From an optimization exercise on the open Yosys and OpenROAD flow, aimed at small area, a short achievable clock period and few clock cycles per item; shortcuts taken in it are not production practice. In this exercise RTL edits were held to simulation tests only and were not proved equivalent to the original.

`flow/design.v`:
```
module mul_div_unit #(
  parameter int XLEN = 32
) (
  input  logic            CLK,
  input  logic            RESET_N,
  input  logic            start,
  input  logic            flush,
  input  logic [4:0]      ALU_sel,
  input  logic [XLEN-1:0] operand1,
  input  logic [XLEN-1:0] operand2,
  output logic            is_md,
  output logic            busy,
  output logic            done,
  output logic [XLEN-1:0] result
);
  typedef enum logic [2:0] {S_IDLE, S_MUL, S_DPREP, S_DIV, S_FIX, S_DONE} state_t;
  state_t       r_state;
  logic [2:0]   r_op;
  logic         r_neg_q;      
  logic         r_neg_r;      
  logic [32:0]  r_x;          
  logic [32:0]  r_y;          
  logic [63:0]  r_acc;        
  logic [4:0]   r_cnt;        
  logic [31:0]  r_result;
  assign is_md = (ALU_sel[4:3] == 2'b01);
  wire w_accept = (r_state == S_IDLE) && start && is_md && !flush;
  wire w_sa = !(ALU_sel[1] & ALU_sel[0]);
  wire w_sb = !ALU_sel[1];
  wire [32:0] w_a_ext = {w_sa & operand1[31], operand1};
  wire [32:0] w_b_ext = {w_sb & operand2[31], operand2};
  function automatic logic [3:0] chunks(input logic [32:0] v);
    chunks[0] = !((&v[32:7])  | ~(|v[32:7]));
    chunks[1] = !((&v[32:15]) | ~(|v[32:15]));
    chunks[2] = !((&v[32:23]) | ~(|v[32:23]));
    chunks[3] = !((&v[32:31]) | ~(|v[32:31]));
  endfunction
  wire [3:0] w_ta = chunks(w_a_ext);
  wire [3:0] w_tb = chunks(w_b_ext);
  wire       w_swap = |(w_tb & ~w_ta);           
  wire [3:0] w_tm = w_swap ? w_ta : w_tb;
  wire [2:0] w_top = {2'b00, w_tm[0]} + {2'b00, w_tm[1]} + {2'b00, w_tm[2]} + {2'b00, w_tm[3]};
  wire        w_dsgn  = !ALU_sel[0];
  wire        w_neg_a = w_dsgn & operand1[31];
  wire        w_neg_b = w_dsgn & operand2[31];
  wire [31:0] w_abs_a = w_neg_a ? (~operand1 + 32'd1) : operand1;
  wire [31:0] w_abs_b = w_neg_b ? (~operand2 + 32'd1) : operand2;
  logic [8:0] w_win;         
  wire  [40:0] w_yx = {{7{r_y[32]}}, r_y, 1'b0};
  always_comb begin
    case (r_cnt[2:0])
      3'd0:    w_win = w_yx[8:0];
      3'd1:    w_win = w_yx[16:8];
      3'd2:    w_win = w_yx[24:16];
      3'd3:    w_win = w_yx[32:24];
      default: w_win = w_yx[40:32];
    endcase
  end
  logic [63:0] w_pp [4];
  logic [3:0]  w_neg;
  always_comb begin
    for (int i = 0; i < 4; i++) begin
      logic b2, b1, b0, one, two;
      logic [33:0] mag, p;
      b0 = w_win[2*i];
      b1 = w_win[2*i+1];
      b2 = w_win[2*i+2];
      one = b1 ^ b0;
      two = (b2 & ~b1 & ~b0) | (~b2 & b1 & b0);
      mag = one ? {r_x[32], r_x} : (two ? {r_x, 1'b0} : 34'd0);
      p   = b2 ? ~mag : mag;
      w_neg[i] = b2;
      w_pp[i]  = {{30{p[33]}}, p} << (2*i);
    end
  end
  wire [63:0] w_acc_nx = {r_acc[55:0], 8'd0} + w_pp[0] + w_pp[1] + w_pp[2] + w_pp[3]
                       + {57'd0, w_neg[3], 1'b0, w_neg[2], 1'b0, w_neg[1], 1'b0, w_neg[0]};
  wire [31:0] w_mul_res = (r_op[1:0] == 2'b00) ? w_acc_nx[31:0] : w_acc_nx[63:32];
  function automatic logic [5:0] lzc(input logic [31:0] v);
    lzc = 6'd32;
    for (int i = 0; i < 32; i++) if (v[i]) lzc = 6'(31 - i);
  endfunction
  wire [31:0] w_ra   = r_acc[31:0];
  wire [5:0]  w_la   = lzc(w_ra);
  wire [5:0]  w_lb   = lzc(r_x[31:0]);
  wire        w_bz   = (r_x[31:0] == 32'd0);
  wire        w_qz   = (w_la > w_lb);                   
  wire [4:0]  w_sh   = 5'(w_lb - w_la);
  wire [31:0] w_dal  = r_x[31:0] << w_sh;
  wire [31:0] w_spc  = r_op[1] ? r_y[31:0] : (w_bz ? 32'hFFFFFFFF : 32'd0);
  wire [31:0] w_d0  = r_x[31:0];
  wire [31:0] w_d1  = {1'b0, r_x[31:1]};
  wire [32:0] w_s0  = {1'b0, w_ra} - {1'b0, w_d0};
  wire        w_q0  = !w_s0[32];
  wire [31:0] w_r0  = w_q0 ? w_s0[31:0] : w_ra;
  wire [32:0] w_s1  = {1'b0, w_r0} - {1'b0, w_d1};
  wire        w_q1  = !w_s1[32];
  wire [31:0] w_r1  = w_q1 ? w_s1[31:0] : w_r0;
  wire        w_one = (r_cnt == 5'd0);                  
  wire        w_last = (r_cnt[4:1] == 4'd0);
  wire [31:0] w_rem_nx = w_one ? w_r0 : w_r1;
  wire [31:0] w_quo_nx = w_one ? {r_acc[62:32], w_q0} : {r_acc[61:32], w_q0, w_q1};
  wire [31:0] w_div_res = r_op[1] ? w_rem_nx : w_quo_nx;
  wire        w_div_neg = r_op[1] ? r_neg_r : r_neg_q;
  wire [31:0] w_fix_in  = r_op[1] ? r_acc[31:0] : r_acc[63:32];
  wire [31:0] w_fix_res = ~w_fix_in + 32'd1;
  always_ff @(posedge CLK or negedge RESET_N) begin
    if (!RESET_N) begin
      r_state  <= S_IDLE;
      r_result <= '0;
    end else begin
      case (r_state)
        S_IDLE:  if (w_accept) r_state <= ALU_sel[2] ? S_DPREP : S_MUL;
        S_MUL:   if (flush) r_state <= S_IDLE;
                 else if (r_cnt[2:0] == 3'd0) begin
                   r_state  <= S_DONE;
                   r_result <= w_mul_res;
                 end
        S_DPREP: if (flush) r_state <= S_IDLE;
                 else if (w_bz || w_qz) begin
                   r_state  <= S_DONE;
                   r_result <= w_spc;
                 end else r_state <= S_DIV;
        S_DIV:   if (flush) r_state <= S_IDLE;
                 else if (w_last) begin
                   if (w_div_neg) r_state <= S_FIX;
                   else begin
                     r_state  <= S_DONE;
                     r_result <= w_div_res;
                   end
                 end
        S_FIX:   if (flush) r_state <= S_IDLE;
                 else begin
                   r_state  <= S_DONE;
                   r_result <= w_fix_res;
                 end
        default: r_state <= S_IDLE;
      endcase
    end
  end
  always_ff @(posedge CLK) begin
    case (r_state)
      S_IDLE: if (w_accept) begin
        r_op    <= ALU_sel[2:0];
        r_neg_q <= w_neg_a ^ w_neg_b;
        r_neg_r <= w_neg_a;
        if (ALU_sel[2]) begin
          r_x   <= {1'b0, w_abs_b};
          r_y   <= {1'b0, operand1};
          r_acc <= {32'd0, w_abs_a};
        end else begin
          r_x   <= w_swap ? w_b_ext : w_a_ext;
          r_y   <= w_swap ? w_a_ext : w_b_ext;
          r_acc <= '0;
          r_cnt <= {2'b00, w_top};
        end
      end
      S_MUL: begin
        r_acc <= w_acc_nx;
        r_cnt <= r_cnt - 5'd1;
      end
      S_DPREP: begin
        r_x   <= {1'b0, w_dal};
        r_cnt <= w_sh;
      end
      S_DIV: begin
        r_acc <= {w_quo_nx, w_rem_nx};
        r_x   <= {2'b00, r_x[32:2]};
        r_cnt <= r_cnt - 5'd2;
      end
      default: ;
    endcase
  end
  assign busy   = (r_state != S_IDLE);
  assign done   = (r_state == S_DONE);
  assign result = r_result;
endmodule
```
`flow/run.sh`:
```
#!/bin/bash
# synth_recipe.tcl (not shown) runs the flow's synth.tcl, then flattens the netlist and writes it again
# the make line also repeats each setting of config.mk as NAME=value (left out here)
make -C /OpenROAD-flow-scripts/flow DESIGN_CONFIG=/design/flow/config.mk WORK_HOME=/design/flow/orfs CLKGATE_MAP_FILE= SYNTH_SCRIPT=/design/flow/synth_recipe.tcl finish
```
`flow/config.mk`:
```
export PLATFORM = sky130hd
export DESIGN_NAME = mul_div_unit
export DESIGN_NICKNAME = mul_div_unit
export VERILOG_FILES = /design/flow/design.v
export SDC_FILE = /design/flow/constraint.sdc
export NUM_CORES = 4
export LEC_CHECK = 0
export CAP_MARGIN = 20
export CORE_MARGIN = 2
export CORE_UTILIZATION = 40
export SLEW_MARGIN = 20
```
`flow/constraint.sdc`:
```
create_clock -name core_clock -period 11.0 [get_ports {CLK}]
set_input_delay 2.2000 -clock core_clock [delete_from_list [all_inputs] [get_ports {CLK}]]
set_output_delay 2.2000 -clock core_clock [all_outputs]
set_load 0.01 [all_outputs]
```
==> flow_summary.ini, run 1 <==
[status]
status = timing/DRC/antenna clean

[timing]
setup_viol = 0
tightest_slew_ps = 1200
finClkSkew_ps = 20.1
relSlewSlack_pct = 19.9
fin_ws_ps = 1600
period_needed_ps = 9400
final.setup.tns_ps = 0
hold_violations = 0
slew_viol_final = 0
rsz0062_at_grt = false
max_freq_mhz = 106
finalCritPeriodShare_pct = 85.4

[clock_tree]
cts-root-buf = clkbuf_16
ctsResizeCount = 0
numCtsBuffers = 17
clk_pin_slew_worst_paths_ps = 80
cts_setup_buffers = 0
hold_buffers = 0
clk_latency_ps = 510
cts_tree = yes
cts_buffer_depth = 2
cts_sinks = 174
htree_levels = 4

[setup_path]
cp.required_ps = 11400
slowest_stage = o31ai_1
endpoint_kind = flip-flop
cp_cell_sequence = inv_1 -> ha_1 -> a222oi_1 -> o31ai_1 -> nand2b_2 -> a211oi_1 -> nor2_1 -> a221oi_1 -> fa_1 -> inv_1 -> fa_1 -> fa_1 -> inv_1 -> ha_1 -> a211oi_1 -> nor2_1 -> o41ai_1 -> a21oi_1 -> a211o_1 -> o31ai_1 -> o21ai_1 -> xor2_1 -> a221o_1 -> mux2_2
path_delay_family = compound AO/OA/AOI/OAI gates
reg2reg_slack_ps = 1600
crit_path_max_fanout = 43
crit_type = flip-flop to flip-flop
worst-path-buf-inv = 3
slowest_delay_ps = 960
cp.arrival_ps = 9790
critPathLaunchType = flip-flop

[synth]
synth_edf_count = 139
synthCells = 3922
synth_ff_type = edfxtp_1
ys.warnings.count = 2
avgSynthCellArea_um2 = 7.84
syn_area_um2 = 30700
synth_cell_type_count = 94
synth_async_sr_flop_share_pct = 20.1
synth-seq-cells = 174
syn_nets = 4326
yosysSeqAreaShare_pct = 16.4

[global_routing]
antenna_found_initial = 3
grt_max_degree = 76
grt_usage_pct = 35.8
grt_pass1_wl_um = 208000
grt_pass1_vias = 29400
grt-ovfl-total = 0

[final_layout]
syn_to_final_growth_pct = 8.76
fin_nets = 4274
drive_above_1_share_pct = 6.82
n_antenna_cell = 0
stdcell_area_um2 = 33400
final_cells = 4913

[floorplanning]
initial_core_util_pct = 40.5
num_rows = 101
die_w_um = 281
die_y_um = 281
num_io_pins = 108
core_um2 = 75900
fp.dieArea_um2 = 79100

[placed_design]
gp_congestion = 1.05
dp.cells = 4880
port-buffer-count = 107
place_ws_ps = 1840
post-dp-hpwl_um = 111000
placed_area_um2 = 32800

[route]
drt-total-wl_um = 143000
vias = 31900
dr.pass1.iters = 6
post_drt_wl_per_cell_um = 29.1
drcViolationCount = 0
drtAntennaViolNets = 0
viasPerCell = 6.48
first_iter_violations = 5040

[worst_hold_path]
hold_class = flip-flop to flip-flop

[flow_run]
drv_cap = 0
cells by family (layout without fill, tap and decap cells):
group	count (synthesis)	count (layout)	synth area share (%)
AO/OA/AOI/OAI	1235	1235	25.8
AND/OR/NAND/NOR	1076	1076	15.9
buffers and inverters	597	558	7.62
adder cells (fa/ha/maj)	332	332	17.8
XOR/XNOR	309	309	8.81
multiplexers	199	199	7.58
flip-flops	174	174	16.4
per-layer routing:
| layer | routed length (µm) | vias up | global-route usage (%) |
|---|---|---|---|
| met5 | 46 | - | 0 |
| met3 | 16800 | 457 | 8.93 |
| met1 | 56200 | 15200 | 47.4 |
| met4 | 10100 | 6 | 21.0 |
| li1 | - | 13900 | - |
| met2 | 60000 | 2236 | 52.8 |
flip-flops by register name, summed over array words and instances, names as in the netlist:
name / flops
r_acc: 64
r_result: 32
r_neg_r: 1
r_cnt: 5
r_state: 3
r_op: 2
r_neg_q: 1
r_y: 33
r_x: 33
Yosys cell counts, types with 21 or more instances:
cell type  instances  area, µm²
fa_1             177       3540
inv_1            326       1220
ha_1             154       1930
nand3_1           61        305
nor2b_1           22        138
o211ai_1          42        315
a31oi_1           31        194
o21bai_1          22        165
buf_1             37        139
dfrtp_1           35        876
mux2_2            51        574
a21o_1            73        548
a22oi_1          107        803
a211oi_1          77        578
edfxtp_1         139       4170
mux2i_1          119       1190
nand2b_1          30        188
nor3_1            63        315
mux4_2            21        473
nand4_1           35        219
or3_1             24        150
a21oi_1          363       1820
nand2_1          350       1310
and2_1            30        188
o31ai_1           26        195
xor2_1            86        753
xnor2_1          223       1950
nor4_1            26        163
a221oi_1          44        385
nor2_1           357       1340
clkbuf_1         211        792
o21ai_0          270       1350
stage by stage:
step,hold WS [ps],util [%]
CTS,562,44.0
floorplan,540,-
global route,571,44.0
global placement,522,43.2
finish,566,44.0
detailed placement,544,43.2
final cells by class:
cell class | instances | area (µm²)
Inverter | 327 | 1230
Fill cell | 7708 | 42500
Timing Repair Buffer | 199 | 1780
Multi-Input combinational cell | 3151 | 23500
Sequential cell | 174 | 5050
Clock buffer | 18 | 429
Tap cell | 1030 | 1290
Clock inverter | 14 | 150
cell usage in the layout (no fill, tap or decap), types with 84 or more instances in the layout:
cell	synthesis	layout
a21oi_1	363	363
a22oi_1	107	107
buf_4	3	91
clkdlybuf4s50_1	0	105
edfxtp_1	139	139
fa_1	177	176
ha_1	154	154
inv_1	326	325
mux2i_1	119	119
nand2_1	350	347
nor2_1	357	350
o21ai_0	270	269
xnor2_1	223	217
xor2_1	86	84
final timing paths:
path                               from      endpoint  cells after the start
max                            r_cnt[1]  r_result[20]                     24
min                        r_result[19]  r_result[19]                      1
max reg2reg                    r_cnt[1]  r_result[20]                     24
min reg2reg                r_result[19]  r_result[19]                      1
max in group asynchronous       RESET_N    r_state[1]                      1
min in group asynchronous       RESET_N  r_result[13]                      1
Testbench counts, summed over its fixed seeds: cycles 10,330, ops 2,400.
==> run 2: changes to the inputs <==
--- a/flow/config.mk
+++ b/flow/config.mk
@@ -6,6 +6,8 @@
 export NUM_CORES = 4
 export LEC_CHECK = 0
+export ABC_CLOCK_PERIOD_IN_PS = 5000
 export CAP_MARGIN = 20
 export CORE_MARGIN = 2
 export CORE_UTILIZATION = 40
+export SETUP_SLACK_MARGIN = 5
 export SLEW_MARGIN = 20
==> run 2 against run 1 <==
Still clean. Synthesized cell count unchanged. Critical path type unchanged. Critical path depth up 7. Critical endpoint is now r_result[30]. Global-route usage up 2.6 points. Highest routed layer unchanged.
==> flow_summary.ini, run 2 <==
[synth]
synth-seq-cells = 174
synth_edf_count = 139
synth_cell_type_count = 94
synth.area.top_cells = edfxtp_1 (14%), fa_1 (12%), xnor2_1 (6.4%), ha_1 (6.3%), a21oi_1 (5.9%)
syn_nets = 4326
syn_area_um2 = 30700
synth_async_sr_flop_share_pct = 20.1
yosysTopAreaCellShare_pct = 13.6
ys.warnings.count = 2
synth_ff_type = edfxtp_1
avgSynthCellArea_um2 = 7.84
synthCells = 3922
synth_common_cells = a21oi_1 (363), nor2_1 (357), nand2_1 (350)
synth_area_leader_cell = edfxtp_1
yosysSeqAreaShare_pct = 16.4
synth.most_common_cell = a21oi_1

[global_routing]
grt_usage_pct = 38.5
grt-ovfl-total = 0
antenna_found_initial = 9
grt_max_degree = 76
grt_pass1_wl_um = 222000
grt_pass1_vias = 31600

[timing]
slew_viol_final = 0
finalCritPeriodShare_pct = 64.8
period_needed_ps = 7120
finClkSkew_ps = 18.4
relSlewSlack_pct = 26.4
fin_hold_ws_ps = 516
tightest_slew_ps = 1100
max_freq_mhz = 140
hold_violations = 0
final.setup.tns_ps = 0
setup_viol = 0
rsz0062_at_grt = true

[final_layout]
multiInputGateArea_um2 = 27500
stdcell_area_um2 = 40900
reg_top3 = r_acc x64, r_x x33, r_y x33
largest_reg_flops = 64
drive_above_1_share_pct = 26.1
fillCellCount = 6896
syn_to_final_growth_pct = 33.0
mostFrequentLayoutCells = nand2_1 (330), nor2_1 (320), a21oi_1 (304)
fin_nets = 4587
final_common_cell = nand2_1
largest_register = r_acc
regArea_um2 = 5050

[clock_tree]
numCtsBuffers = 17
cts_tree = yes
cts_sinks = 174
clk_latency_ps = 510
cts-root-buf = clkbuf_16
clk_pin_slew_worst_paths_ps = 80
cts_buffer_depth = 2
htree_levels = 4

[setup_path]
crit_type = flip-flop to flip-flop
crit_path_max_fanout = 7
crit_path_end = r_result[30]
reg2reg_depth = 31
reg2reg_to = r_result[30]
reg2reg_from = r_cnt[0]
cp.arrival_ps = 7490
critPathMostFrequentCell = buf_6
cp.required_ps = 11360
slowest_delay_ps = 590
critPathLaunchType = flip-flop
critPathLaunch = r_cnt[0]
reg2reg_slack_ps = 3880
endpoint_kind = flip-flop
slowest_stage = a221oi_1

[route]
vias = 34500
first_iter_violations = 5682
dr.pass1.iters = 8
post_drt_wl_per_cell_um = 29.9
drt-total-wl_um = 156000
drtAntennaViolNets = 0
drcViolationCount = 0
viasPerCell = 6.59

[placed_design]
gp_congestion = 1.05
port-buffer-count = 107
placed_area_um2 = 33100
post-dp-hpwl_um = 108000

[status]
status = timing/DRC/antenna clean

[floorplanning]
num_io_pins = 108
num_rows = 101
fp.dieArea_um2 = 79100
die_y_um = 281
initial_core_util_pct = 40.5
die_w_um = 281
core_um2 = 75900

[worst_hold_path]
hold_class = flip-flop to flip-flop

[flow_run]
drv_cap = 0
run 2: cells by family after synthesis:
logic type	count (synthesis)	share of synthesized area [%]
AO/OA/AOI/OAI	1235	25.8
AND/OR/NAND/NOR	1076	15.9
buffers and inverters	597	7.62
adder cells (fa/ha/maj)	332	17.8
XOR/XNOR	309	8.81
multiplexers	199	7.58
flip-flops	174	16.4
run 2: how the worst min path moves through the flow:
stage,startpoint,to,slack (ps),cells after the start
detailed placement,r_result[23],r_result[23],500,1
CTS,r_result[23],r_result[23],520,1
global route,r_result[23],r_result[23],540,1
finish,r_result[23],r_result[23],520,1
global placement,r_result[23],r_result[23],500,1
floorplan,r_result[24],r_result[24],540,1
run 2: what timing repair did:
item	in CTS	in global routing
pin swaps	175	159
buffers inserted	214	80
resized for setup	616	264
hold buffers	0	0
setup endpoints to repair	154	114
gates cloned	21	0
run 2: layout make-up:
| type | instances | area share (%) |
|---|---|---|
| Inverter | 327 | 3.20 |
| Timing Repair inverter | 1 | 0.0214 |
| Tap cell | 1030 | 3.15 |
| Clock buffer | 17 | 1.04 |
| Timing Repair Buffer | 506 | 12.6 |
| Multi-Input combinational cell | 3156 | 67.2 |
| Sequential cell | 174 | 12.4 |
| Clock inverter | 15 | 0.423 |
| Antenna cell | 3 | 0.0184 |
run 2: through the flow:
stage          utilization (%)  setup slack, ps  instances
6_report                  53.8             3880       5229
5_1_grt                   53.8             3670       5228
4_1_cts                   51.3             4170       5145
3_5_place_dp              43.6             2140       4878
3_3_place_gp              43.6             2250       4878
2_1_floorplan                -             4490       3922
run 2: worst max-delay path, delay by kind of cell (launching register included):
family | cells | cell delay (ps)
AOI/OAI and AO/OA | 9 | 2480
DFF | 1 | 510
adders and majority gates | 5 | 1990
buffers and inverters | 9 | 1020
and+or+nand+nor | 7 | 860
xor gates and xnor gates | 1 | 140
run 2: per-layer routing:
| metal | part of all wire, % | up-vias | global-route usage, % | wire length (µm) |
|---|---|---|---|---|
| met1 | 37 | 16600 | 49.2 | 57500 |
| met2 | 41 | 2691 | 55.3 | 64300 |
| met5 | 0.18 | - | 0.938 | 279 |
| li1 | - | 14600 | - | - |
| met3 | 13 | 644 | 11.4 | 20100 |
| met4 | 8.9 | 16 | 26.7 | 14000 |
==> run 3: changes to the inputs <==
--- a/flow/design.v
+++ b/flow/design.v
@@ -23,4 +23,5 @@
   logic [63:0]  r_acc;        
   logic [4:0]   r_cnt;        
+  logic [8:0]   r_win;        
   logic [31:0]  r_result;
   assign is_md = (ALU_sel[4:3] == 2'b01);
@@ -39,6 +40,4 @@
   wire [3:0] w_tb = chunks(w_b_ext);
   wire       w_swap = |(w_tb & ~w_ta);           
-  wire [3:0] w_tm = w_swap ? w_ta : w_tb;
-  wire [2:0] w_top = {2'b00, w_tm[0]} + {2'b00, w_tm[1]} + {2'b00, w_tm[2]} + {2'b00, w_tm[3]};
   wire        w_dsgn  = !ALU_sel[0];
   wire        w_neg_a = w_dsgn & operand1[31];
@@ -46,15 +45,23 @@
   wire [31:0] w_abs_a = w_neg_a ? (~operand1 + 32'd1) : operand1;
   wire [31:0] w_abs_b = w_neg_b ? (~operand2 + 32'd1) : operand2;
-  logic [8:0] w_win;         
-  wire  [40:0] w_yx = {{7{r_y[32]}}, r_y, 1'b0};
-  always_comb begin
-    case (r_cnt[2:0])
-      3'd0:    w_win = w_yx[8:0];
-      3'd1:    w_win = w_yx[16:8];
-      3'd2:    w_win = w_yx[24:16];
-      3'd3:    w_win = w_yx[32:24];
-      default: w_win = w_yx[40:32];
+  function automatic logic [8:0] window(input logic [32:0] v, input logic [2:0] j);
+    logic [40:0] vx;
+    vx = {{7{v[32]}}, v, 1'b0};
+    case (j)
+      3'd0:    window = vx[8:0];
+      3'd1:    window = vx[16:8];
+      3'd2:    window = vx[24:16];
+      3'd3:    window = vx[32:24];
+      default: window = vx[40:32];
     endcase
-  end
+  endfunction
+  function automatic logic [2:0] count4(input logic [3:0] t);
+    count4 = {2'b00, t[0]} + {2'b00, t[1]} + {2'b00, t[2]} + {2'b00, t[3]};
+  endfunction
+  wire [2:0] w_topa = count4(w_ta);
+  wire [2:0] w_topb = count4(w_tb);
+  wire [8:0] w_wina = window(w_a_ext, w_topa);
+  wire [8:0] w_winb = window(w_b_ext, w_topb);
+  wire [8:0] w_win  = r_win;
   logic [63:0] w_pp [4];
   logic [3:0]  w_neg;
@@ -153,5 +160,6 @@
           r_y   <= w_swap ? w_a_ext : w_b_ext;
           r_acc <= '0;
-          r_cnt <= {2'b00, w_top};
+          r_cnt <= {2'b00, w_swap ? w_topa : w_topb};
+          r_win <= w_swap ? w_wina : w_winb;
         end
       end
@@ -159,4 +167,5 @@
         r_acc <= w_acc_nx;
         r_cnt <= r_cnt - 5'd1;
+        r_win <= window(r_y, r_cnt[2:0] - 3'd1);
       end
       S_DPREP: begin
--- a/flow/config.mk
+++ b/flow/config.mk
@@ -6,5 +6,5 @@
 export NUM_CORES = 4
 export LEC_CHECK = 0
-export ABC_CLOCK_PERIOD_IN_PS = 5000
+export ABC_AREA = 1
 export CAP_MARGIN = 20
 export CORE_MARGIN = 2
==> run 3 against run 2 <==
Synthesized cell count up 23%. Utilization down 5.5 points. Area after synthesis up 3.5%. Critical path depth down 2. Clock skew about the same. Die area up 3.4%. Setup slack better by 910 ps. Count of clock-buffer cells in the layout up 2. First-iteration DRC count down 10%. Register-to-register slack better by 910 ps. Largest cell class unchanged.
==> flow_summary.ini, run 3 <==
[global_routing]
grtUsageMet2_pct = 60.3
grt_max_degree = 82
antenna_found_initial = 7
grt_pass1_vias = 34800
use_met3_pct = 8.67
grt_usage_pct = 40.3
use_met1_pct = 51.8
grt-ovfl-total = 0
grt-busiest-layer = met2
grt_pass1_wl_um = 240000

[setup_path]
reg2reg_to = r_result[28]
slowest_stage = edfxtp_1
crit_type = flip-flop to flip-flop
cp.arrival_ps = 6590
critPathMostFrequentCell = inv_1
endpoint_kind = flip-flop
reg2reg_depth = 29
reg2reg_slack_ps = 4790
cp.depth = 29
crit_path_max_fanout = 20
crit_path_end = r_result[28]
reg2reg_from = r_win[2]
critPathLaunchType = flip-flop
critPathLaunch = r_win[2]
path_delay_family = adder cells
cp.required_ps = 11380
slowest_delay_ps = 580
worst-path-buf-inv = 8

[final_layout]
stdcell_area_um2 = 38100
fillCellCount = 8275
syn_to_final_growth_pct = 19.8
drive_above_1_share_pct = 13.5
multiInputGateArea_um2 = 24800
mostFrequentLayoutCells = nand2_1 (989), inv_1 (733), o21ai_0 (507)
largest_register = r_acc
regArea_um2 = 5320
final_cells = 6022
largest_reg_flops = 64
final_common_cell = nand2_1
reg_top3 = r_acc x64, r_x x33, r_y x33
fin_nets = 5363

[synth]
synth_area_leader_cell = edfxtp_1
ys.warnings.count = 2
synth_ff_type = edfxtp_1
synth_cell_type_count = 66
syn_nets = 5225
synth-seq-cells = 183
synth_async_sr_flop_share_pct = 19.1
synth_common_cells = nand2_1 (1025), inv_1 (756), o21ai_0 (559)
synthCells = 4818
yosysTopAreaCellShare_pct = 14.0
synth.most_common_cell = nand2_1
syn_area_um2 = 31800
avgSynthCellArea_um2 = 6.60
synth.area.top_cells = edfxtp_1 (14%), nand2_1 (12%), fa_1 (11%), inv_1 (8.9%), o21ai_0 (8.8%)
yosysSeqAreaShare_pct = 16.7
synth_edf_count = 148

[route]
drt-total-wl_um = 169000
post_drt_wl_per_cell_um = 28.1
drcViolationCount = 0
first_iter_violations = 5108
viasPerCell = 6.09
vias = 36700
drtAntennaViolNets = 0
dr.pass1.iters = 7

[floorplanning]
fp.dieArea_um2 = 81800
initial_core_util_pct = 40.3
num_rows = 103
die_y_um = 286
core_um2 = 78900
die_w_um = 286
num_io_pins = 108

[timing]
tightest_slew_ps = 1070
max_freq_mhz = 161
final.setup.tns_ps = 0
finClkSkew_ps = 18.9
relSlewSlack_pct = 28.7
setup_viol = 0
fin_hold_ws_ps = 489
rsz0062_at_grt = true
finalCritPeriodShare_pct = 56.5
hold_violations = 0
period_needed_ps = 6210
slew_viol_final = 0

[clock_tree]
cts-root-buf = clkbuf_16
cts_buffer_depth = 2
cts_sinks = 183
numCtsBuffers = 17
cts_tree = yes
clk_pin_slew_worst_paths_ps = 80
clk_latency_ps = 480
htree_levels = 4

[placed_design]
port-buffer-count = 107
dp.cells = 5840
gp_congestion = 1.07
post-dp-hpwl_um = 131000
placed_area_um2 = 34000

[worst_hold_path]
hold_class = flip-flop to flip-flop

[status]
status = timing/DRC/antenna clean

[flow_run]
drv_cap = 0
[run 3: how the worst min path moves through the flow]
stage,depth (start not counted),slack [ps],end,from
finish,2,490,r_result[22],r_result[22]
floorplan,2,520,r_result[22],r_result[22]
CTS,2,500,r_result[22],r_result[22]
global placement,2,470,r_result[22],r_result[22]
detailed placement,2,470,r_result[22],r_result[22]
global route,2,520,r_result[22],r_result[22]
[run 3: cell families (layout without fill, tap and decap cells)]
| kind of cell | Yosys count | count (layout) | share of synthesized area (%) |
|---|---|---|---|
| AND/OR/NAND/NOR | 1686 | 1690 | 22.3 |
| AO/OA/AOI/OAI | 1315 | 1315 | 23.2 |
| buffers and inverters | 997 | 1144 | 11.9 |
| adder cells (fa/ha/maj) | 334 | 334 | 17.3 |
| XOR/XNOR | 264 | 264 | 7.27 |
| flip-flops | 183 | 183 | 16.7 |
| multiplexers | 39 | 39 | 1.23 |
| other | 0 | 3 | 0 |
[run 3: stage by stage]
stage	setup slack [ps]	utilization, %
final	4790	48.3
after global routing	4610	48.3
after CTS	4940	46.3
after detailed placement	2670	43.1
after global placement	2690	43.1
after floorplan	5050	-
[run 3: repair_timing]
item | 4_1_cts | 5_1_grt
gates cloned | 12 | 2
setup endpoints to repair | 168 | 157
buffers inserted | 68 | 65
hold buffers | 0 | 0
pin swaps | 43 | 37
resized for setup | 296 | 255
[run 3: metal layers]
layer	routed length (µm)	share of wire, %
met1	65400	39
met2	70700	42
met3	19000	11
met4	14400	8.5
met5	43	0.025
[run 3: final cells by class]
| class | instances | area share, % |
|---|---|---|
| clock buffers | 19 | 1.14 |
| flip-flops and latches | 183 | 14.0 |
| repair inverters | 3 | 0.0624 |
| inverters | 793 | 8.09 |
| repair buffers | 316 | 7.86 |
| well taps | 1050 | 3.45 |
| clock inverters | 13 | 0.355 |
| multi-input cells | 3642 | 65.1 |
| diodes | 3 | 0.0197 |
[run 3: worst reg2reg max path: cells and delay by family, from the launching register on]
family / cells / cell delay, ps
AO/OA/AOI/OAI: 7 / 1130
XOR/XNOR: 2 / 510
buffers and inverters: 8 / 730
AND/OR/NAND/NOR: 8 / 1420
flip-flops: 1 / 580
adder cells (fa/ha/maj): 4 / 1760
Testbench counts of run 3, summed over its fixed seeds: cycles 10,330, ops 2,400.
==> run 4: changes to the inputs <==
--- a/flow/design.v
+++ b/flow/design.v
@@ -64,5 +64,5 @@
   wire [8:0] w_winb = window(w_b_ext, w_topb);
   wire [8:0] w_win  = r_win;
-  logic [63:0] w_pp [4];
+  logic [41:0] w_pp [4];
   logic [3:0]  w_neg;
   always_comb begin
@@ -78,9 +78,12 @@
       p   = b2 ? ~mag : mag;
       w_neg[i] = b2;
-      w_pp[i]  = {{30{p[33]}}, p} << (2*i);
+      w_pp[i]  = {{8{p[33]}}, p} << (2*i);
     end
   end
-  wire [63:0] w_acc_nx = {r_acc[55:0], 8'd0} + w_pp[0] + w_pp[1] + w_pp[2] + w_pp[3]
-                       + {57'd0, w_neg[3], 1'b0, w_neg[2], 1'b0, w_neg[1], 1'b0, w_neg[0]};
+  wire [41:0] w_low = {2'b01, r_acc[31:0], 8'd0} + w_pp[0] + w_pp[1] + w_pp[2] + w_pp[3]
+                    + {35'd0, w_neg[3], 1'b0, w_neg[2], 1'b0, w_neg[1], 1'b0, w_neg[0]};
+  wire [23:0] w_up    = r_acc[55:32];
+  wire [23:0] w_up_nx = w_low[41] ? (w_up + 24'd1) : (w_low[40] ? w_up : (w_up - 24'd1));
+  wire [63:0] w_acc_nx = {w_up_nx, w_low[39:0]};
   wire [31:0] w_mul_res = (r_op[1:0] == 2'b00) ? w_acc_nx[31:0] : w_acc_nx[63:32];
   function automatic logic [5:0] lzc(input logic [31:0] v);
@@ -152,15 +155,9 @@
         r_neg_q <= w_neg_a ^ w_neg_b;
         r_neg_r <= w_neg_a;
-        if (ALU_sel[2]) begin
-          r_x   <= {1'b0, w_abs_b};
-          r_y   <= {1'b0, operand1};
-          r_acc <= {32'd0, w_abs_a};
-        end else begin
-          r_x   <= w_swap ? w_b_ext : w_a_ext;
-          r_y   <= w_swap ? w_a_ext : w_b_ext;
-          r_acc <= '0;
-          r_cnt <= {2'b00, w_swap ? w_topa : w_topb};
-          r_win <= w_swap ? w_wina : w_winb;
-        end
+        r_x     <= ALU_sel[2] ? {1'b0, w_abs_b} : (w_swap ? w_b_ext : w_a_ext);
+        r_y     <= (w_swap || ALU_sel[2]) ? w_a_ext : w_b_ext;
+        r_acc   <= {32'd0, ALU_sel[2] ? w_abs_a : 32'd0};
+        r_cnt   <= {2'b00, w_swap ? w_topa : w_topb};
+        r_win   <= w_swap ? w_wina : w_winb;
       end
       S_MUL: begin
==> run 4 against run 3 <==
Count of clock-buffer cells in the layout is 1 lower. Utilization is 1.4 points higher. Die area is 6.8% lower. Wire length is 9.9% lower. Area after synthesis is 6.9% lower. Largest cell class unchanged. Register-to-register slack better by 30 ps. Maximum frequency is 0.54% higher.
==> flow_summary.ini, run 4 <==
[clock_tree]
cts_buffer_depth = 2
hold_buffers = 0
clk_pin_slew_worst_paths_ps = 80
clk_latency_ps = 500
cts_tree = yes
cts-root-buf = clkbuf_16
cts_sinks = 183
numCtsBuffers = 17
htree_levels = 4

[route]
post_drt_wl_per_cell_um = 26.8
vias = 34800
first_iter_violations = 4899
viasPerCell = 6.11
drcViolationCount = 0
drtAntennaViolNets = 0
dr.pass1.iters = 7
drt-total-wl_um = 153000

[global_routing]
grt-ovfl-total = 0
grt_pass1_wl_um = 216000
grt_usage_pct = 38.1
grt_pass1_vias = 31800
antenna_found_initial = 5
grt_max_degree = 69

[setup_path]
worst-path-buf-inv = 9
path_delay_family = adder cells
cp.required_ps = 11390
slowest_delay_ps = 600
crit_path_max_fanout = 9
slowest_stage = edfxtp_1
endpoint_kind = flip-flop
crit_type = flip-flop to flip-flop
critPathLaunchType = flip-flop
cp.arrival_ps = 6570

[timing]
finalCritPeriodShare_pct = 56.2
hold_violations = 0
setup_viol = 0
tightest_slew_ps = 1150
final.setup.tns_ps = 0
relSlewSlack_pct = 23.1
slew_viol_final = 0
max_freq_mhz = 162
period_needed_ps = 6180
finClkSkew_ps = 18.3
rsz0062_at_grt = true

[synth]
ys.warnings.count = 2
synth-seq-cells = 183
syn_area_um2 = 29600
synth_async_sr_flop_share_pct = 19.1
synth_edf_count = 148
yosysTopAreaCellShare_pct = 15.0
synth.area.top_cells = edfxtp_1 (15%), nand2_1 (13%), o21ai_0 (9.1%), inv_1 (8.5%), fa_1 (7.5%)
synth_area_leader_cell = edfxtp_1
yosysSeqAreaShare_pct = 18.0
avgSynthCellArea_um2 = 6.46
synthCells = 4582
synth_common_cells = nand2_1 (1023), inv_1 (670), o21ai_0 (540)
synth.most_common_cell = nand2_1
synth_ff_type = edfxtp_1
syn_nets = 4903
synth_cell_type_count = 65

[floorplanning]
core_um2 = 73100
die_w_um = 276
num_io_pins = 108
die_y_um = 276
initial_core_util_pct = 40.5
fp.dieArea_um2 = 76200
num_rows = 99

[final_layout]
syn_to_final_growth_pct = 22.6
largest_reg_flops = 64
largest_register = r_acc
reg_top3 = r_acc x64, r_x x33, r_y x33
drive_above_1_share_pct = 15.3
final_common_cell = nand2_1
fin_nets = 5031
final_util_pct = 49.7
mostFrequentLayoutCells = nand2_1 (942), inv_1 (640), o21ai_0 (454)

[flow_run]
drv_cap = 0

[placed_design]
post-dp-hpwl_um = 114000
gp_congestion = 1.05
port-buffer-count = 107

[worst_hold_path]
hold_class = flip-flop to flip-flop

[status]
status = timing/DRC/antenna clean
## run 4: changes by cell type in the layout (fill, tap and decap cells not counted), moves of 19 or more
cell     before  now
nand4_1      31   50
o21ai_0     507  454
a31oi_1      48   28
xor2_1      196  215
fa_1        171  107
buf_6        10   36
o22ai_1      30   98
buf_4       181  155
nand2_2      34   63
inv_1       733  640
nand2_1     989  942
a21oi_1     355  255
ha_2         23    4
## run 4: layout make-up
type	count	area, µm²
multi-input cells	3473	23000
repair buffers	330	3380
clock inverters	14	173
diodes	3	7.51
inverters	698	2710
flip-flops and latches	183	5320
repair inverters	7	52.6
fillers	7494	36800
well taps	959	1200
clock buffers	18	429
## run 4: worst paths after layout
check | startpoint | end | slack [ps] | cells past startpoint
setup / recovery | r_x[16] | r_result[31] | 4820 | 30
hold / removal | r_result[17] | r_result[17] | 500 | 2
setup reg to reg | r_x[16] | r_result[31] | 4820 | 30
hold reg to reg | r_result[17] | r_result[17] | 500 | 2
max in group asynchronous | RESET_N | r_state[1] | 8840 | 1
min in group asynchronous | RESET_N | r_result[28] | 1720 | 1
## run 4: timing repair
action,4_1_cts,5_1_grt
buffers inserted,58,78
gates resized for setup,284,398
gates cloned,14,9
pin swaps,64,180
endpoints found under the setup margin,138,129
## run 4: stage by stage
step                worst slack (ps)  instances  cell area [µm²]  hold WS [ps]
floorplan                       5090       4582            29600           515
global placement                2950       5491            31600           493
detailed placement              2910       5491            31600           492
CTS                             4940       5595            34100           520
global route                    4590       5682            36300           532
finish                          4820       5685            36300           502
## run 4: tightest hold or removal path, cell delays in order, from the launching register on
cell and delay [ps]:
dfrtp_1 360, o21ai_1 70, inv_1 40
## run 4: logic make-up (layout without fill, tap and decap cells)
group | after synthesis | after routing | share of synthesized area, %
XOR/XNOR | 267 | 267 | 7.90
multiplexers | 28 | 28 | 0.951
adder cells (fa/ha/maj) | 248 | 248 | 13.3
other | 0 | 3 | 0
AND/OR/NAND/NOR | 1702 | 1707 | 24.2
buffers and inverters | 931 | 1067 | 12.1
flip-flops | 183 | 183 | 18.0
AO/OA/AOI/OAI | 1223 | 1223 | 23.6
## run 4: layer usage
metal	part of all wire, %	track usage, %
met1	39	50.6
met2	42	57.3
met3	12	9.32
met4	6.0	19.5
met5	0.12	0
Testbench counts of run 4, summed over its fixed seeds: cycles 10,330, ops 2,400.
==> run 5: changes to the inputs <==
--- a/flow/design.v
+++ b/flow/design.v
@@ -86,5 +86,4 @@
   wire [23:0] w_up_nx = w_low[41] ? (w_up + 24'd1) : (w_low[40] ? w_up : (w_up - 24'd1));
   wire [63:0] w_acc_nx = {w_up_nx, w_low[39:0]};
-  wire [31:0] w_mul_res = (r_op[1:0] == 2'b00) ? w_acc_nx[31:0] : w_acc_nx[63:32];
   function automatic logic [5:0] lzc(input logic [31:0] v);
     lzc = 6'd32;
@@ -111,8 +110,8 @@
   wire [31:0] w_rem_nx = w_one ? w_r0 : w_r1;
   wire [31:0] w_quo_nx = w_one ? {r_acc[62:32], w_q0} : {r_acc[61:32], w_q0, w_q1};
-  wire [31:0] w_div_res = r_op[1] ? w_rem_nx : w_quo_nx;
   wire        w_div_neg = r_op[1] ? r_neg_r : r_neg_q;
-  wire [31:0] w_fix_in  = r_op[1] ? r_acc[31:0] : r_acc[63:32];
-  wire [31:0] w_fix_res = ~w_fix_in + 32'd1;
+  wire        w_lo      = r_op[2] ? r_op[1] : (r_op[1:0] == 2'b00);
+  wire [31:0] w_sel     = w_lo ? r_acc[31:0] : r_acc[63:32];
+  wire [31:0] w_fix_res = ~w_sel + 32'd1;
   always_ff @(posedge CLK or negedge RESET_N) begin
     if (!RESET_N) begin
@@ -123,26 +122,15 @@
         S_IDLE:  if (w_accept) r_state <= ALU_sel[2] ? S_DPREP : S_MUL;
         S_MUL:   if (flush) r_state <= S_IDLE;
-                 else if (r_cnt[2:0] == 3'd0) begin
-                   r_state  <= S_DONE;
-                   r_result <= w_mul_res;
-                 end
+                 else if (r_cnt[2:0] == 3'd0) r_state <= S_DONE;
         S_DPREP: if (flush) r_state <= S_IDLE;
-                 else if (w_bz || w_qz) begin
-                   r_state  <= S_DONE;
-                   r_result <= w_spc;
-                 end else r_state <= S_DIV;
+                 else r_state <= (w_bz || w_qz) ? S_DONE : S_DIV;
         S_DIV:   if (flush) r_state <= S_IDLE;
-                 else if (w_last) begin
-                   if (w_div_neg) r_state <= S_FIX;
-                   else begin
-                     r_state  <= S_DONE;
-                     r_result <= w_div_res;
-                   end
-                 end
+                 else if (w_last) r_state <= w_div_neg ? S_FIX : S_DONE;
         S_FIX:   if (flush) r_state <= S_IDLE;
-                 else begin
-                   r_state  <= S_DONE;
-                   r_result <= w_fix_res;
-                 end
+                 else r_state <= S_DONE;
+        S_DONE: begin
+          r_state  <= S_IDLE;
+          r_result <= w_sel;
+        end
         default: r_state <= S_IDLE;
       endcase
@@ -169,4 +157,5 @@
         r_x   <= {1'b0, w_dal};
         r_cnt <= w_sh;
+        if (w_bz || w_qz) r_acc <= {w_spc, w_spc};
       end
       S_DIV: begin
@@ -175,4 +164,5 @@
         r_cnt <= r_cnt - 5'd2;
       end
+      S_FIX: r_acc <= {w_fix_res, w_fix_res};
       default: ;
     endcase
@@ -180,4 +170,4 @@
   assign busy   = (r_state != S_IDLE);
   assign done   = (r_state == S_DONE);
-  assign result = r_result;
+  assign result = (r_state == S_DONE) ? w_sel : r_result;
 endmodule
==> run 5 against run 4 <==
Still clean on timing, DRC and antenna. Global-route usage decreased by 2.4 points. Register-to-register slack improved by 180 ps. Critical path type unchanged. Setup slack improved by 180 ps. Non-clock buffer count decreased by 69. Design area decreased by 8.8%. Critical endpoint is now r_acc[52].
==> flow_summary.ini, run 5 <==
[status]
status = timing/DRC/antenna clean

[worst_hold_path]
hold_class = flip-flop to flip-flop

[synth]
ys.warnings.count = 2
synth_ff_type = edfxtp_1
synth.most_common_cell = nand2_1
synthCells = 4296
synth-seq-cells = 184
syn_nets = 4618
synth_common_cells = nand2_1 (820), inv_1 (578), o21ai_0 (518)
synth_edf_count = 149
yosysTopAreaCellShare_pct = 15.8
synth.area.top_cells = edfxtp_1 (16%), nand2_1 (11%), o21ai_0 (9.1%), fa_1 (7.9%), inv_1 (7.6%)
synth_async_sr_flop_share_pct = 19.0
synth_area_leader_cell = edfxtp_1
yosysSeqAreaShare_pct = 18.9
syn_area_um2 = 28400
avgSynthCellArea_um2 = 6.60
synth_cell_type_count = 68

[setup_path]
reg2reg_depth = 28
endpoint_kind = flip-flop
critPathLaunch = r_win[2]
cp.arrival_ps = 6230
worst-path-buf-inv = 8
crit_path_max_fanout = 8
crit_path_end = r_acc[52]
critPathMostFrequentCell = buf_12
crit_type = flip-flop to flip-flop
critPathLaunchType = flip-flop
slowest_delay_ps = 470
reg2reg_slack_ps = 5010
reg2reg_from = r_win[2]
path_delay_family = adder cells
reg2reg_to = r_acc[52]
cp.required_ps = 11230
slowest_stage = fa_1
cp.depth = 28

[route]
wl_met2_um = 55800
viasPerCell = 5.95
drt-total-wl_um = 135000
highest_layer = met5
drcViolationCount = 0
post_drt_wl_per_cell_um = 25.3
dr.pass1.iters = 9
drt-met1-wl_um = 54000
drtAntennaViolNets = 0
first_iter_violations = 4325
vias = 31700
wl_met3_um = 15100

[timing]
tightest_slew_ps = 1060
slew_viol_final = 0
finalCritPeriodShare_pct = 54.5
finClkSkew_ps = 16.9
fin_ws_ps = 5010
setup_viol = 0
hold_violations = 0
relSlewSlack_pct = 28.9
rsz0062_at_grt = true
max_freq_mhz = 167
period_needed_ps = 5990
final.setup.tns_ps = 0

[final_layout]
final_util_pct = 47.2
final_common_cell = nand2_1
largest_reg_flops = 64
fin_nets = 4702
syn_to_final_growth_pct = 16.7
largest_register = r_acc
mostFrequentLayoutCells = nand2_1 (792), inv_1 (564), o21ai_0 (492)
drive_above_1_share_pct = 10.8
reg_top3 = r_acc x64, r_x x33, r_y x33

[clock_tree]
cts-root-buf = clkbuf_16
numCtsBuffers = 17
clk_latency_ps = 500
cts_sinks = 184
cts_tree = yes
cts_buffer_depth = 2
clk_pin_slew_worst_paths_ps = 80
htree_levels = 4

[floorplanning]
initial_core_util_pct = 40.4
num_rows = 97
num_io_pins = 108
fp.dieArea_um2 = 73100
die_y_um = 270
core_um2 = 70100
die_w_um = 270

[flow_run]
drv_cap = 0

[global_routing]
grt_pass1_vias = 29300
grt_max_degree = 67
grt-ovfl-total = 0
grt_pass1_wl_um = 194000
grt_usage_pct = 35.7
antenna_found_initial = 3

[placed_design]
port-buffer-count = 107
place_ws_ps = 3570
gp_congestion = 1.05
post-dp-hpwl_um = 103000
-- run 5: tightest hold or removal path: stages (launching register included) --
cell and delay (ps):
dfrtp_1 330, nand2_1 40, o21ai_0 90
-- run 5: what timing repair did --
| action | 4_1_cts | 5_1_grt |
|---|---|---|
| hold buffers | 0 | 0 |
| cloned | 10 | 8 |
| gates resized for setup | 109 | 185 |
| pin swaps | 13 | 71 |
| setup buffers | 23 | 43 |
| endpoints found under the setup margin | 87 | 103 |
-- run 5: area by class of cell --
| class | instances | area (µm²) |
|---|---|---|
| Fill cell | 7346 | 37100 |
| Multi-Input combinational cell | 3281 | 20800 |
| Clock inverter | 12 | 111 |
| Sequential cell | 184 | 5350 |
| Clock buffer | 20 | 500 |
| Timing Repair Buffer | 261 | 2690 |
| Tap cell | 940 | 1180 |
| Inverter | 633 | 2440 |
| Timing Repair inverter | 2 | 17.5 |
| Antenna cell | 1 | 2.50 |
-- run 5: kinds of logic after synthesis --
family / synth area share (%)
simple gates: 22.9
compound gates: 24.2
buf+inv: 11.3
xor+xnor: 8.12
fa+ha+maj: 13.9
flops: 18.9
mux: 0.671
-- run 5: worst min path at each step --
stage               depth (start not counted)    startpoint  slack (ps)            to
floorplan                                   2   r_result[0]         560   r_result[0]
global placement                            2  r_result[26]         480  r_result[26]
detailed placement                          2  r_result[19]         490  r_result[19]
CTS                                         2  r_result[19]         510  r_result[19]
global route                                2  r_result[30]         530  r_result[30]
finish                                      2  r_result[19]         500  r_result[19]
-- run 5: routing by layer --
layer,vias to the layer above,global-route usage [%]
met5,-,0
met3,400,7.99
li1,14600,-
met4,4,22.1
met2,1921,52.5
met1,14800,47.5
-- run 5: metrics by stage --
step                hold WS, ps  cells  area, µm²
floorplan                   560   4296      28400
detailed placement          490   5217      30400
finish                      502   5334      33100
global placement            480   5217      30400
global route                532   5333      33100
CTS                         510   5282      31900
Testbench counts of run 5, summed over its fixed seeds: cycles 10,330, ops 2,400.
==> run 6: changes to the inputs <==
--- a/flow/config.mk
+++ b/flow/config.mk
@@ -9,5 +9,6 @@
 export CAP_MARGIN = 20
 export CORE_MARGIN = 2
-export CORE_UTILIZATION = 40
+export CORE_UTILIZATION = 55
 export SETUP_SLACK_MARGIN = 5
 export SLEW_MARGIN = 20
+export TNS_END_PERCENT = 10
==> run 6 against run 5 <==
Global-route usage up 12 points. Clock skew down 1.4 ps. Setup slack lost 140 ps. Critical path depth grew 4. Sequential share of layout area up 0.37 points. Critical endpoint is now r_acc[35]. Still clean. First-iteration DRC count grew 19%.
==> flow_summary.ini, run 6 <==
[floorplanning]
num_rows = 83
die_y_um = 231
fp.dieArea_um2 = 53400
initial_core_util_pct = 55.4
num_io_pins = 108
die_w_um = 231
core_um2 = 51200

[setup_path]
crit_path_max_fanout = 5
cp.required_ps = 11220
critPathLaunchType = flip-flop
reg2reg_from = r_win[5]
slowest_delay_ps = 540
reg2reg_depth = 32
reg2reg_to = r_acc[35]
slowest_stage = fa_1
crit_type = flip-flop to flip-flop
critPathMostFrequentCell = nand2_1
cp.arrival_ps = 6350
reg2reg_slack_ps = 4870
endpoint_kind = flip-flop

[synth]
synth_common_cells = nand2_1 (820), inv_1 (578), o21ai_0 (518)
synth_edf_count = 149
synthCells = 4296
syn_nets = 4618
synth_ff_type = edfxtp_1
ys.warnings.count = 2
yosysSeqAreaShare_pct = 18.9
syn_area_um2 = 28400
synth.most_common_cell = nand2_1
synth-seq-cells = 184
synth_area_leader_cell = edfxtp_1
synth_cell_type_count = 68
synth.area.top_cells = edfxtp_1 (16%), nand2_1 (11%), o21ai_0 (9.1%), fa_1 (7.9%), inv_1 (7.6%)
synth_async_sr_flop_share_pct = 19.0
yosysTopAreaCellShare_pct = 15.8
avgSynthCellArea_um2 = 6.60

[final_layout]
drive_above_1_share_pct = 9.23
regArea_um2 = 5350
reg_top3 = r_acc x64, r_x x33, r_y x33
largest_register = r_acc
final_cells = 5070
largest_reg_flops = 64
syn_to_final_growth_pct = 14.0
fillCellCount = 4932
mostFrequentLayoutCells = nand2_1 (814), inv_1 (565), o21ai_0 (500)
final_common_cell = nand2_1
multiInputGateArea_um2 = 20500
fin_nets = 4697

[timing]
setup_viol = 0
hold_violations = 0
period_needed_ps = 6130
finalCritPeriodShare_pct = 55.7
slew_viol_final = 0
max_freq_mhz = 163
rsz0062_at_grt = true
fin_ws_ps = 4870
tightest_slew_ps = 1150
final.setup.tns_ps = 0
finClkSkew_ps = 15.4
fin_hold_ws_ps = 500
relSlewSlack_pct = 22.4

[status]
status = timing/DRC/antenna clean

[worst_hold_path]
holdPathEnd = r_result[26]
min-delay-start = r_result[26]
hold_class = flip-flop to flip-flop
hold_depth = 2

[placed_design]
port-buffer-count = 107
post-dp-hpwl_um = 100000
place_ws_ps = 3200
dp.cells = 4939
gp_congestion = 1.09

[global_routing]
grt_pass1_wl_um = 188000
grt_max_degree = 67
antenna_found_initial = 4
grt-ovfl-total = 0
grt_usage_pct = 47.7
grt_pass1_vias = 29400

[route]
dr.pass1.iters = 8
drcViolationCount = 0
drtAntennaViolNets = 0
vias = 32600
viasPerCell = 6.43
post_drt_wl_per_cell_um = 26.0
drt-total-wl_um = 132000
first_iter_violations = 5127

[clock_tree]
clk_latency_ps = 500
clk_pin_slew_worst_paths_ps = 80
cts_buffer_depth = 2
hold_buffers = 0
cts_tree = yes
cts_sinks = 184
numCtsBuffers = 17
cts-root-buf = clkbuf_16
htree_levels = 4

[flow_run]
drv_cap = 0
==> run 6: how the worst max path moves through the flow <==
| stage | startpoint | end | depth (start not counted) |
|---|---|---|---|
| after floorplan | r_win[4] | r_acc[62] | 36 |
| after global placement | r_win[4] | r_acc[63] | 32 |
| after detailed placement | r_win[4] | r_acc[58] | 32 |
| after CTS | operand2[19] | r_x[31] | 16 |
| after global routing | r_win[1] | r_acc[35] | 30 |
| final | r_win[5] | r_acc[35] | 32 |
==> run 6: kinds of logic after synthesis <==
logic type	count (synthesis)	share of synthesized area, %
AO/OA/AOI/OAI	1222	24.2
XOR/XNOR	263	8.12
adder cells (fa/ha/maj)	249	13.9
buffers and inverters	836	11.3
flip-flops	184	18.9
multiplexers	19	0.671
AND/OR/NAND/NOR	1523	22.9
==> run 6: through the flow <==
stage / util (%) / area (µm²)
floorplan: - / 28400
global placement: 58.5 / 30000
CTS: 61.1 / 31300
global route: 63.2 / 32300
finish: 63.2 / 32300
detailed placement: 58.5 / 30000
==> run 6: critical path, delay by kind of cell, from the launching register on <==
| kind | cells | cell delay (ps) |
|---|---|---|
| flops | 1 | 500 |
| fa+ha+maj | 4 | 1670 |
| compound gates | 7 | 1050 |
| xor+xnor | 2 | 580 |
| buf+inv | 6 | 460 |
| simple gates | 13 | 1580 |
==> run 6: area by class of cell <==
class | instances | share of cell area (%)
diodes | 2 | 0.0155
clock buffers | 17 | 1.32
clock inverters | 15 | 0.495
inverters | 633 | 7.57
multi-input cells | 3284 | 63.4
flip-flops and latches | 184 | 16.5
well taps | 680 | 2.63
repair buffers | 252 | 7.91
repair inverters | 3 | 0.0774
==> run 6: timing repair <==
| action | in CTS | in global routing |
|---|---|---|
| gates resized for setup | 93 | 108 |
| cloned | 10 | 9 |
| pin swaps | 8 | 37 |
| setup buffers | 22 | 55 |
| endpoints found under the setup margin | 169 | 176 |
| endpoints found under the hold margin | 0 | 0 |
==> run 6: per-layer routing <==
metal	GRT usage, %	up-vias	routed length (µm)
met2	67.7	2505	53400
met1	62.1	15000	48500
met3	13.1	513	18200
met4	34.6	4	11500
li1	-	14600	-
met5	0	-	153
==> run 7: changes to the inputs <==
--- a/flow/design.v
+++ b/flow/design.v
@@ -23,5 +23,5 @@
   logic [63:0]  r_acc;        
   logic [4:0]   r_cnt;        
-  logic [8:0]   r_win;        
+  logic [11:0]  r_bs;         
   logic [31:0]  r_result;
   assign is_md = (ALU_sel[4:3] == 2'b01);
@@ -63,16 +63,24 @@
   wire [8:0] w_wina = window(w_a_ext, w_topa);
   wire [8:0] w_winb = window(w_b_ext, w_topb);
-  wire [8:0] w_win  = r_win;
+  function automatic logic [11:0] bsel(input logic [8:0] w);
+    for (int i = 0; i < 4; i++) begin
+      logic b2, b1, b0;
+      b0 = w[2*i];
+      b1 = w[2*i+1];
+      b2 = w[2*i+2];
+      bsel[3*i]   = b1 ^ b0;
+      bsel[3*i+1] = (b2 & ~b1 & ~b0) | (~b2 & b1 & b0);
+      bsel[3*i+2] = b2;
+    end
+  endfunction
   logic [41:0] w_pp [4];
   logic [3:0]  w_neg;
   always_comb begin
     for (int i = 0; i < 4; i++) begin
-      logic b2, b1, b0, one, two;
+      logic b2, one, two;
       logic [33:0] mag, p;
-      b0 = w_win[2*i];
-      b1 = w_win[2*i+1];
-      b2 = w_win[2*i+2];
-      one = b1 ^ b0;
-      two = (b2 & ~b1 & ~b0) | (~b2 & b1 & b0);
+      one = r_bs[3*i];
+      two = r_bs[3*i+1];
+      b2  = r_bs[3*i+2];
       mag = one ? {r_x[32], r_x} : (two ? {r_x, 1'b0} : 34'd0);
       p   = b2 ? ~mag : mag;
@@ -147,10 +155,10 @@
         r_acc   <= {32'd0, ALU_sel[2] ? w_abs_a : 32'd0};
         r_cnt   <= {2'b00, w_swap ? w_topa : w_topb};
-        r_win   <= w_swap ? w_wina : w_winb;
+        r_bs    <= bsel(w_swap ? w_wina : w_winb);
       end
       S_MUL: begin
         r_acc <= w_acc_nx;
         r_cnt <= r_cnt - 5'd1;
-        r_win <= window(r_y, r_cnt[2:0] - 3'd1);
+        r_bs  <= bsel(window(r_y, r_cnt[2:0] - 3'd1));
       end
       S_DPREP: begin
--- a/flow/config.mk
+++ b/flow/config.mk
@@ -9,6 +9,5 @@
 export CAP_MARGIN = 20
 export CORE_MARGIN = 2
-export CORE_UTILIZATION = 55
+export CORE_UTILIZATION = 40
 export SETUP_SLACK_MARGIN = 5
 export SLEW_MARGIN = 20
-export TNS_END_PERCENT = 10
==> run 7 against run 6 <==
Critical path type is now primary input to flip-flop. First-iteration DRC count down 13%. Wire length up 10%. Global-route usage down 9.5 points. Clock skew up 2.2 ps. Hold slack worse by 16 ps. Critical path depth down 12. Critical endpoint is now r_bs[3]. Sequential share of layout area down 0.36 points. Still clean on timing, DRC and antenna. Die area up 37%. Area after synthesis up 0.47%.
==> flow_summary.ini, run 7 <==
[final_layout]
fin_nets = 4790
syn_to_final_growth_pct = 18.0
multiInputGateArea_um2 = 20800
stdcell_area_um2 = 33600
fillCellCount = 7289
largest_reg_flops = 64
drive_above_1_share_pct = 12.7
n_antenna_cell = 0
largest_register = r_acc
reg_top3 = r_acc x64, r_x x33, r_y x33
mostFrequentLayoutCells = nand2_1 (741), o21ai_0 (660), inv_1 (581)
final_common_cell = nand2_1
regArea_um2 = 5440

[setup_path]
critPathLaunchType = primary input
crit_type = primary input to flip-flop
worst-path-buf-inv = 5
slowest_stage = clkdlybuf4s50_1
endpoint_kind = flip-flop
cp.required_ps = 11260
critPathMostFrequentCell = inv_1
cp_cell_sequence = clkdlybuf4s50_1 -> inv_2 -> nand4_1 -> nor2_2 -> nand2_1 -> o31ai_2 -> inv_1 -> fa_1 -> ha_1 -> ha_4 -> nor2_2 -> nand2_2 -> inv_1 -> a221oi_2 -> o21ai_0 -> nand2_2 -> inv_1 -> a21oi_2 -> o21ai_0 -> o21a_1
path_delay_family = buffers and inverters
reg2reg_from = r_x[18]
cp.arrival_ps = 6170
slowest_delay_ps = 650
crit_path_max_fanout = 7
critPathLaunch = operand2[11]

[synth]
synth.area.top_cells = edfxtp_1 (16%), o21ai_0 (12%), nand2_1 (10%), inv_1 (8.3%), fa_1 (7.9%)
synth_cell_type_count = 67
synth_area_leader_cell = edfxtp_1
synth_common_cells = nand2_1 (758), o21ai_0 (707), inv_1 (627)
yosysTopAreaCellShare_pct = 16.0
synthCells = 4314
syn_nets = 4636
synth_async_sr_flop_share_pct = 18.7
synth_edf_count = 152
ys.warnings.count = 2
syn_area_um2 = 28500
avgSynthCellArea_um2 = 6.61
synth.most_common_cell = nand2_1
yosysSeqAreaShare_pct = 19.1
synth_ff_type = edfxtp_1
synth-seq-cells = 187

[placed_design]
place_ws_ps = 3400
port-buffer-count = 107
post-dp-hpwl_um = 110000
gp_congestion = 1.07
placed_area_um2 = 30400

[clock_tree]
cts_buffer_depth = 2
numCtsBuffers = 17
clk_pin_slew_worst_paths_ps = 90
cts_tree = yes
cts-root-buf = clkbuf_16
htree_levels = 4
clk_latency_ps = 510
cts_sinks = 187

[route]
viasPerCell = 6.02
drtAntennaViolNets = 0
post_drt_wl_per_cell_um = 26.8
drt-total-wl_um = 145000
first_iter_violations = 4473
dr.pass1.iters = 8
drcViolationCount = 0
vias = 32600

[worst_hold_path]
min-delay-start = r_result[3]
hold_class = flip-flop to flip-flop

[global_routing]
grt_pass1_vias = 30100
grt-ovfl-total = 0
grt_max_degree = 75
grt_pass1_wl_um = 206000
grt_usage_pct = 38.2
antenna_found_initial = 5

[timing]
final.setup.tns_ps = 0
setup_viol = 0
fin_ws_ps = 5080
tightest_slew_ps = 1160
finClkSkew_ps = 17.6
period_needed_ps = 5920
hold_violations = 0
rsz0062_at_grt = true
fin_hold_ws_ps = 484
max_freq_mhz = 169
slew_viol_final = 0
relSlewSlack_pct = 21.6
finalCritPeriodShare_pct = 53.8

[floorplanning]
die_w_um = 271
fp.dieArea_um2 = 73400
core_um2 = 70300
num_rows = 97
initial_core_util_pct = 40.5
num_io_pins = 108
die_y_um = 271

[flow_run]
drv_cap = 0

[status]
status = timing/DRC/antenna clean
[run 7: timing repair]
item / 4_1_cts / 5_1_grt
gates cloned: 6 / 7
pin swaps: 9 / 51
hold buffers: 0 / 0
gates resized for setup: 143 / 245
endpoints found under the setup margin: 98 / 100
setup buffers: 59 / 92
[run 7: layout make-up]
type                            instances  area share [%]
Timing Repair Buffer                  315            8.34
Multi-Input combinational cell       3272            62.0
Clock inverter                         15           0.621
Clock buffer                           17            1.27
Tap cell                              940            3.50
Sequential cell                       187            16.2
Timing Repair inverter                  8           0.231
Inverter                              667            7.92
[run 7: cells by family after synthesis]
group           after synthesis  share of synthesized area [%]
simple gates               1422                           21.6
compound gates             1362                           26.6
buf+inv                     859                           11.6
fa+ha+maj                   249                           13.9
xor+xnor                    217                           6.67
flops                       187                           19.1
mux                          18                          0.632
[run 7: metrics by stage]
stage	util [%]	cells
6_report	47.9	5421
4_1_cts	45.5	5321
5_1_grt	47.9	5421
3_3_place_gp	43.3	5224
2_1_floorplan	-	4314
3_5_place_dp	43.3	5224
[run 7: final timing paths]
check / end / slack (ps) / cells past startpoint
max: r_bs[3] / 5080 / 20
max in group asynchronous: r_result[25] / 8720 / 1
min reg2reg: r_result[3] / 480 / 2
max reg2reg: r_acc[52] / 5130 / 26
min: r_result[3] / 480 / 2
min in group asynchronous: r_result[1] / 1770 / 1
[run 7: tightest hold or removal path, cell delays in order (launching register included)]
cell and delay, ps:
dfrtp_1 330, nand2_1 50, nand2_1 70
[run 7: per-layer routing]
metal | track usage, % | up-vias | wire length (µm)
met5 | 0 | - | 29
met4 | 24.5 | 4 | 11600
met1 | 49.5 | 15200 | 55700
met3 | 8.78 | 439 | 17600
li1 | - | 14900 | -
met2 | 56.8 | 2094 | 60400
Testbench counts of run 7, summed over its fixed seeds: cycles 10,330, ops 2,400.

afterwards: timing with drivers on the ports:
The flow's constraints put no driver on any port. The routed layouts listed below were extracted and timed again, unchanged, in two steps. Step 1 (the two cells are an assumption about what drives the block):
set clk [get_ports {CLK}]
set_driving_cell -lib_cell sky130_fd_sc_hd__clkbuf_16 $clk
set_driving_cell -lib_cell sky130_fd_sc_hd__buf_2 [delete_from_list [all_inputs] $clk]
Step 2, shift: input delay + t, output delay - t, t = (earliest + latest rising clock arrival at the registers) / 2. This alone moves slack from input paths to output paths. a / b / c = no drivers / after step 1 / after step 2; a / b = the first two.
| run | t, ns | setup WS [ns] | slew at the worst register clock pin (ns) |
|---|---|---|---|
| run 1 | 0.561 | 1.604 / 1.604 / 1.604 | 0.09 / 0.09 |
| run 2 | 0.558 | 3.876 / 3.876 / 3.876 | 0.09 / 0.09 |
| run 3 | 0.518 | 4.790 / 4.790 / 4.577 | 0.09 / 0.09 |
| run 4 | 0.559 | 4.823 / 4.823 / 4.494 | 0.09 / 0.09 |
| run 5 | 0.555 | 5.007 / 5.007 / 4.610 | 0.09 / 0.09 |
| run 6 | 0.555 | 4.869 / 4.869 / 4.465 | 0.09 / 0.09 |
| run 7 | 0.567 | 5.084 / 5.029 / 4.563 | 0.09 / 0.09 |
After both steps every run listed still meets setup and hold. For run 7, which loses most, drivers alone change the setup slack by -0.055 ns; drivers and shift together by -0.521 ns.
